Context: an optimization exercise on an open-source flow, tuned for small area, a short achievable clock period and few clock cycles. The choices shown serve that exercise and are no tape-out recipe. At most, simulation tests tie the RTL to the original design; equivalence was not proved. For run 1, only the layout was checked, not whether the RTL still works.

## flow/design.v (module list and top-level ports; edited modules follow where they fit)
// module rgb2ac1c2_stream_ctrl: 3478 lines
// module ac_fa: 10 lines
// module ac_ha: 9 lines
module rgb2ac1c2_stream_ctrl #(
    parameter int unsigned WIDTH  = 640,
    parameter int unsigned HEIGHT = 480
) (
    input  logic        i_clk,
    input  logic        i_rst,
    input  logic        i_start,
    input  logic        i_coef_we,
    input  logic [3:0]  i_coef_addr,
    input  logic [15:0] i_coef_data,
    input  logic        i_valid,
    output logic        o_ready,
    input  logic [7:0]  i_R,
    input  logic [7:0]  i_G,
    input  logic [7:0]  i_B,
    output logic        o_valid,
    input  logic        i_ready,
    output logic [31:0] o_A,
    output logic [31:0] o_C1,
    output logic [31:0] o_C2,
    output logic        o_sof,
    output logic        o_eol,
    output logic        o_eof,
    output logic        o_busy,
    output logic        o_done
);
  // ...
==> flow/run.sh <==
#!/bin/bash
# synth_recipe.tcl (not shown) runs the flow's synth.tcl, then flattens the netlist and writes it again
# the make line also repeats each setting of config.mk as NAME=value (left out here)
make -C /OpenROAD-flow-scripts/flow DESIGN_CONFIG=/design/flow/config.mk WORK_HOME=/design/flow/orfs CLKGATE_MAP_FILE= SYNTH_SCRIPT=/design/flow/synth_recipe.tcl finish
==> flow/config.mk <==
export PLATFORM = sky130hd
export DESIGN_NAME = rgb2ac1c2_stream_ctrl
export DESIGN_NICKNAME = rgb2ac1c2_stream_ctrl
export VERILOG_FILES = /design/flow/design.v
export SDC_FILE = /design/flow/constraint.sdc
export NUM_CORES = 4
export LEC_CHECK = 0
export CAP_MARGIN = 20
export CORE_MARGIN = 2
export CORE_UTILIZATION = 40
export SLEW_MARGIN = 20
export SYNTH_HIERARCHICAL = 1
==> flow/constraint.sdc <==
create_clock -name core_clock -period 6.0 [get_ports {i_clk}]
set_input_delay 1.2000 -clock core_clock [delete_from_list [all_inputs] [get_ports {i_clk}]]
set_output_delay 1.2000 -clock core_clock [all_outputs]
set_load 0.01 [all_outputs]
==> out/results.ini, run 1 <==
[run_status]
outcome=failed layout checks
violatedChecks=negative setup slack

[final_layout]
largest_register=coef
signal_buffers_share_of_area_pct=12.4
multi_input_cells=3282
antennaDiodeCount=0
instances_no_fill=5700
post_route_standard_cell_area_excluding_fillers_mm2=0.0495
buffers_excl_clock=637

[timing]
clock_skew_ps=26.1
setup-violations-final=23
layout_setup_ws_ps=-244
slew_violations=0
slew_of_the_pin_with_the_lowest_slew_margin_ps=1110

[detailed_routing]
dr_total_vias=30600
drt-wirelength-per-cell_um=22.0
drt_wl_total_um=126000
met1_length_um=52000

[critical_path]
worstReg2RegEnd=o_C1[27]
worst_path_max_stage_delay_ps=610
setup.reg_to_reg.worst_slack_ps=-240
worst-endpoint-required_ps=6360

[logic_synthesis]
synthArstFlopShare_pct=0
synthesis.instances=4022
synthMuxAreaShare_pct=0.127
ys.warnings.count=8

[clock_tree]
clkSlewWorstSetupHoldPaths_ps=60
cts_root_buf=clkbuf_16

[global_route]
grt_max_degree=92
grt_util_met1_pct=34.3

[die]
placementRows=116
io_pins=153

[hold_path]
hold_path_startpoint=p_eof
timing.hold.worst_endpoint=o_eof
worst_hold_path_type=flip-flop to flip-flop

[run]
cap_viol_max_count=0

[place]
placed_area_mm2=0.0463

==> run 2: changes to the inputs <==
--- a/flow/design.v
+++ b/flow/design.v
@@ -29,32 +29,34 @@
     localparam logic [COL_W-1:0] COL_LAST = COL_W'(WIDTH - 1);
     localparam logic [ROW_W-1:0] ROW_LAST = ROW_W'(HEIGHT - 1);
     logic [COL_W-1:0]   col;
     logic [ROW_W-1:0]   row;
     logic               all_in;
     logic signed [15:0] coef [9];
     logic               p_valid, p_sof, p_eol, p_eof;
     logic [7:0]         p_R, p_G, p_B;
+    logic               q_valid, q_sof, q_eol, q_eof;
+    logic [24:0]        q_sA_a, q_sA_b, q_sC1_a, q_sC1_b, q_sC2_a, q_sC2_b;
     logic [24:0]        sA, sC1, sC2;
     logic advance, accept, col_last, row_last;
     assign advance  = !o_valid || i_ready;
     assign o_ready  = o_busy && !all_in && advance;
     assign accept   = i_valid && o_ready;
     assign col_last = (col == COL_LAST);
     assign row_last = (row == ROW_LAST);
     always_ff @(posedge i_clk) begin
         if (i_rst) begin
             o_busy <= 1'b0;
             o_done <= 1'b0;
         end else begin
             o_done <= 1'b0;
             if (!o_busy) begin
                 if (i_start) o_busy <= 1'b1;
-            end else if (all_in && !p_valid && advance) begin
+            end else if (all_in && !p_valid && !q_valid && advance) begin
                 o_busy <= 1'b0;
                 o_done <= 1'b1;
             end
         end
     end
     always_ff @(posedge i_clk) begin
         if (!o_busy) begin
             col    <= '0;
@@ -1222,17 +1224,16 @@
     wire fs1107, fc1108;
     ac_fa u_fs1107 (.a(fc1058), .b(fs1059), .c(fs1013), .s(fs1107), .co(fc1108));
     wire fs1109, fc1110;
     ac_fa u_fs1109 (.a(fc1060), .b(fs1061), .c(fs1017), .s(fs1109), .co(fc1110));
     wire fs1111 = ~(fc1062 ^ hs1063);
     wire fc1112 = fc1062 | hs1063;
     wire [24:0] sA_a = {fc1112, fc1110, fc1108, fc1106, fc1104, fc1102, fc1100, fc1098, fc1096, fc1094, fc1092, fc1090, fc1088, fc1086, fc1084, fc1082, fc1080, fc1078, fc1076, fc1074, fc1072, fc1070, fc1068, hc1066, hs1065};
     wire [24:0] sA_b = {hc1064, fs1111, fs1109, fs1107, fs1105, fs1103, fs1101, fs1099, fs1097, fs1095, fs1093, fs1091, fs1089, fs1087, fs1085, fs1083, fs1081, fs1079, fs1077, fs1075, fs1073, fs1071, fs1069, fs1067, pp257};
-    assign sA = ~(sA_a + sA_b);
     wire pp1113 = ~(p_R[0] & coef3[0]);
     wire pp1114 = ~(p_R[0] & coef3[1]);
     wire pp1115 = ~(p_R[0] & coef3[2]);
     wire pp1116 = ~(p_R[0] & coef3[3]);
     wire pp1117 = ~(p_R[0] & coef3[4]);
     wire pp1118 = ~(p_R[0] & coef3[5]);
     wire pp1119 = ~(p_R[0] & coef3[6]);
     wire pp1120 = ~(p_R[0] & coef3[7]);
@@ -2337,17 +2338,16 @@
     wire fs2219, fc2220;
     ac_fa u_fs2219 (.a(fc2170), .b(fs2171), .c(fs2125), .s(fs2219), .co(fc2220));
     wire fs2221, fc2222;
     ac_fa u_fs2221 (.a(fc2172), .b(fs2173), .c(fs2129), .s(fs2221), .co(fc2222));
     wire fs2223 = ~(fc2174 ^ hs2175);
     wire fc2224 = fc2174 | hs2175;
     wire [24:0] sC1_a = {fc2224, fc2222, fc2220, fc2218, fc2216, fc2214, fc2212, fc2210, fc2208, fc2206, fc2204, fc2202, fc2200, fc2198, fc2196, fc2194, fc2192, fc2190, fc2188, fc2186, fc2184, fc2182, fc2180, hc2178, hs2177};
     wire [24:0] sC1_b = {hc2176, fs2223, fs2221, fs2219, fs2217, fs2215, fs2213, fs2211, fs2209, fs2207, fs2205, fs2203, fs2201, fs2199, fs2197, fs2195, fs2193, fs2191, fs2189, fs2187, fs2185, fs2183, fs2181, fs2179, pp1369};
-    assign sC1 = ~(sC1_a + sC1_b);
     wire pp2225 = ~(p_R[0] & coef6[0]);
     wire pp2226 = ~(p_R[0] & coef6[1]);
     wire pp2227 = ~(p_R[0] & coef6[2]);
     wire pp2228 = ~(p_R[0] & coef6[3]);
     wire pp2229 = ~(p_R[0] & coef6[4]);
     wire pp2230 = ~(p_R[0] & coef6[5]);
     wire pp2231 = ~(p_R[0] & coef6[6]);
     wire pp2232 = ~(p_R[0] & coef6[7]);
@@ -3452,32 +3452,54 @@
     wire fs3331, fc3332;
     ac_fa u_fs3331 (.a(fc3282), .b(fs3283), .c(fs3237), .s(fs3331), .co(fc3332));
     wire fs3333, fc3334;
     ac_fa u_fs3333 (.a(fc3284), .b(fs3285), .c(fs3241), .s(fs3333), .co(fc3334));
     wire fs3335 = ~(fc3286 ^ hs3287);
     wire fc3336 = fc3286 | hs3287;
     wire [24:0] sC2_a = {fc3336, fc3334, fc3332, fc3330, fc3328, fc3326, fc3324, fc3322, fc3320, fc3318, fc3316, fc3314, fc3312, fc3310, fc3308, fc3306, fc3304, fc3302, fc3300, fc3298, fc3296, fc3294, fc3292, hc3290, hs3289};
     wire [24:0] sC2_b = {hc3288, fs3335, fs3333, fs3331, fs3329, fs3327, fs3325, fs3323, fs3321, fs3319, fs3317, fs3315, fs3313, fs3311, fs3309, fs3307, fs3305, fs3303, fs3301, fs3299, fs3297, fs3295, fs3293, fs3291, pp2481};
-    assign sC2 = ~(sC2_a + sC2_b);
+    always_ff @(posedge i_clk) begin
+        if (i_rst) begin
+            q_valid <= 1'b0;
+        end else if (advance) begin
+            q_valid <= p_valid;
+        end
+    end
+    always_ff @(posedge i_clk) begin
+        if (advance) begin
+            q_sA_a  <= sA_a;
+            q_sA_b  <= sA_b;
+            q_sC1_a <= sC1_a;
+            q_sC1_b <= sC1_b;
+            q_sC2_a <= sC2_a;
+            q_sC2_b <= sC2_b;
+            q_sof   <= p_sof;
+            q_eol   <= p_eol;
+            q_eof   <= p_eof;
+        end
+    end
+    assign sA = ~(q_sA_a + q_sA_b);
+    assign sC1 = ~(q_sC1_a + q_sC1_b);
+    assign sC2 = ~(q_sC2_a + q_sC2_b);
     always_ff @(posedge i_clk) begin
         if (i_rst) begin
             o_valid <= 1'b0;
         end else if (advance) begin
-            o_valid <= p_valid;
+            o_valid <= q_valid;
         end
     end
     always_ff @(posedge i_clk) begin
         if (advance) begin
             o_A   <= {4'b0, sA,  3'b0};
             o_C1  <= {4'b0, sC1, 3'b0};
             o_C2  <= {4'b0, sC2, 3'b0};
-            o_sof <= p_sof;
-            o_eol <= p_eol;
-            o_eof <= p_eof;
+            o_sof <= q_sof;
+            o_eol <= q_eol;
+            o_eof <= q_eof;
         end
     end
 endmodule
 module ac_fa (
     input  logic a,
     input  logic b,
     input  logic c,
     output logic s,
==> run 2 against run 1 <==
  * The run now finishes clean
  * Fmax is 23% higher
  * First-iteration DRC count is 5.8% lower
  * Clock skew is 5.0 ps higher
  * Non-clock buffer count is 460 lower
  * Worst hold slack better by 2.0 ps
  * Critical path depth is 10 lower
  * Utilization is 5.6 points lower
  * Via count is 0.23% lower
  * Critical path type unchanged
  * Critical endpoint is now q_sC1_b[16]
==> out/results.ini, run 2 <==
[detailed_routing]
firstDrtPassIters=5
detail_route.drc_violations=0
drt-wirelength-per-cell_um=21.5  ; -2.5%
number_of_nets_with_antenna_violations_after_detailed_routing=0
initial_drt_markers=2383
drt_wl_total_um=122000  ; -3.2%
detail_route.vias_per_cell=5.39
dr_total_vias=30500  ; -0.23%

[clock_tree]
tritoncts_clock_tree=built
postCtsResizedCells=0
clkSlewWorstSetupHoldPaths_ps=60  ; about the same
cts_max_level=2
hold_buffers=0
worstSkewPairLatency_ps=670
clock_tree.buffer_depth=3
postCtsSetupBuffers=0
cts_num_sinks=427
cts_root_buf=clkbuf_16
cts_made_buffers=50

[logic_synthesis]
synth_common_cells=nand2_1, fa_1, clkbuf_1, edfxtp_1, dfxtp_1
synthesis.instances=4221  ; +4.9%
postSynthRegisterBits=427
synthDominantAreaCellType=fa_1
sequential_to_total_area_share_from_yosys_stat_pct=24.6
synthArstFlopShare_pct=0  ; unchanged
synth.lib_cells_used.distinct=64
synth.top_cells.by_area=fa_1, edfxtp_1, nand2_1, dfxtp_1, ha_1
synth_top_area_share_pct=44.5
syn-mean-instance-area_um2=10.7
number_of_synthesized_flops_with_an_enable_pin=258
post_synth_instance_area_mm2=0.0452
synth_most_common_cell=nand2_1
ys.warnings.count=8  ; unchanged
synth_top_flop_cell=edfxtp_1

[critical_path]
critical_path_arrival_ps=5460
timing.setup.critical_path_class=flip-flop to flip-flop
worst-endpoint-required_ps=6380  ; +20 ps
crit_start=p_G[1]
cp-start-kind=flip-flop
worst-r2r-cell-count=9
setup.reg_to_reg.worst_slack_ps=920  ; +1170 ps
worst_setup_path_end_kind=flip-flop
worst_path_max_fanout=21
reg2reg_from=p_G[1]
worstReg2RegEnd=q_sC1_b[16]

[place]
gp_congestion=0.834
hpwlAfterDp_um=89500
dp.cells=5562
port_buffers=131
placed_area_mm2=0.0475  ; +2.5%

[final_layout]
final_cell_mix=nand2_1, fa_1, edfxtp_1
finish.net_count=5335
proportion_of_layout_cells_with_a_drive_suffix_above_1_pct=3.51
post_route_standard_cell_area_excluding_fillers_mm2=0.0492  ; -0.73%
instances_no_fill=5660  ; -0.70%
number_of_flip_flops_in_the_largest_register=144
layout-area-overhead-vs-synth_pct=8.84
mostFrequentLayoutCell=nand2_1
largest_register=coef

[global_route]
grt.overflow.total=0
grt_max_degree=117  ; +27%
number_of_antenna_violations_at_the_first_check_in_global_routing=14
grt_usage_pct=21.5
grt_first_pass_wirelength_um=193000
first_global_vias=33500

[die]
io_pins=153  ; unchanged
die_height_um=340
start_util_pct=40.3
die_w_um=340
die_footprint_mm2=0.116
placeableCoreArea_mm2=0.112
placementRows=123  ; +6.0%

[timing]
final_period_minus_worst_setup_slack_ps=5080
hold_viol=0
upper_clock_frequency_limit_mhz=197
rsz0062_at_grt=false
min_period_over_period_pct=84.6
clock_skew_ps=31.1  ; +5.03 ps
slew_of_the_pin_with_the_lowest_slew_margin_ps=1000  ; -110 ps
slew_violations=0  ; unchanged
max-slew-margin-rel_pct=33.3
final.setup.tns_ps=0
setup-violations-final=0  ; -100%

[run]
cap_viol_max_count=0  ; unchanged

[run_status]
outcome=timing/DRC/antenna clean

[hold_path]
timing.hold.worst_endpoint=o_eol
worst_hold_path_type=flip-flop to flip-flop
timing.hold.worst_path_depth=0
hold_path_startpoint=q_eol

## run 2: cell types whose count changed in the layout (fill, tap and decap cells not counted), moves of 19 or more
cell,delta
buf_4,-367
edfxtp_1,+153
fa_1,+129
fa_2,-129
buf_12,-46
nand2_1,+39
buf_6,-35
ha_1,+27
ha_4,-27
nand2_2,-26
o21ai_0,+26
a21oi_1,+19
## run 2: area by class of cell
cell class | instances | area (um2)
multi-input combinational | 3310 | 32100
clock inverter | 17 | 140
inverter | 148 | 559
clock buffer | 76 | 1510
fill | 10400 | 63000
antenna | 5 | 12.5
tap | 1500 | 1880
sequential | 427 | 11100
timing repair buffer | 177 | 1850
## run 2: how the worst max path moves through the flow
stage	end	slack, ps	depth (start not counted)
after detailed placement	q_sC1_b[16]	970	9
after CTS	q_sC1_b[16]	950	9
final	q_sC1_b[16]	920	9
after global routing	q_sC1_b[16]	750	9
after global placement	q_sC2_b[14]	1020	9
after floorplan	o_A[10]	40	2
## run 2: cells by family after synthesis
group | after synthesis | synth area share, %
and+or+nand+nor | 1756 | 16.4
DFF | 427 | 24.6
other | 1 | 0.00830
adders and majority gates | 1171 | 49.1
buffers and inverters | 504 | 4.51
AOI/OAI and AO/OA | 287 | 3.91
xor gates and xnor gates | 73 | 1.42
muxes | 2 | 0.0443
## run 2: per-module statistics from Yosys (local to each module, per instance)
module                 times used  cells
rgb2ac1c2_stream_ctrl           1   3159
ac_fa                        1002      1
ac_ha                          60      1
## run 2: metal layers
layer	share of wire (%)	up-vias	global-route usage, %
li1	-	13000	-
met1	40	16000	28.4
met2	48	1279	35.5
met3	8.1	246	4.02
met4	3.6	18	7.74
met5	0.11	-	0
## run 2: through the flow
stage / setup WS, ps / utilization (%) / hold slack, ps
after global routing: 746 / 43.8 / 429
after detailed placement: 970 / 42.3 / 406
final: 923 / 43.8 / 419
after CTS: 949 / 43.8 / 423
after floorplan: 35.2 / - / 400
after global placement: 1020 / 42.3 / 404
## run 2: critical path, stage by stage, from the launching register on
cell and delay [ps]:
edfxtp_1 950, buf_12 270, nand2_1 100, fa_1 520, fa_1 530, fa_1 460
fa_1 510, fa_1 430, fa_1 560, fa_1 430
Testbench counts of run 2, summed over its fixed seeds: cycles 1,228,852.

## static timing again, ports no longer ideal
Ports are ideal in the flow. The routed layouts listed here were re-timed in OpenROAD.
Step 1, drivers: a clkbuf_16 drives i_clk and a buf_2 each remaining input, both assumed.
Step 2 times the ports against the registers' clock, not the clock port: input delays grow and output delays shrink by t, the midpoint of the rising clock arrivals with the driver on.
Three values: no drivers, after step 1, after step 2; two values: the first two.
run | t (ns) | slack for setup (ns) | worst register clock-pin slew, ns | worst slew at a driven data input, ns
run 1 | 0.681 | -0.244 / -0.244 / -0.244 | 0.07 / 0.07 | 0.15
run 2 | 0.723 | 0.923 / 0.923 / 0.923 | 0.07 / 0.07 | 0.16
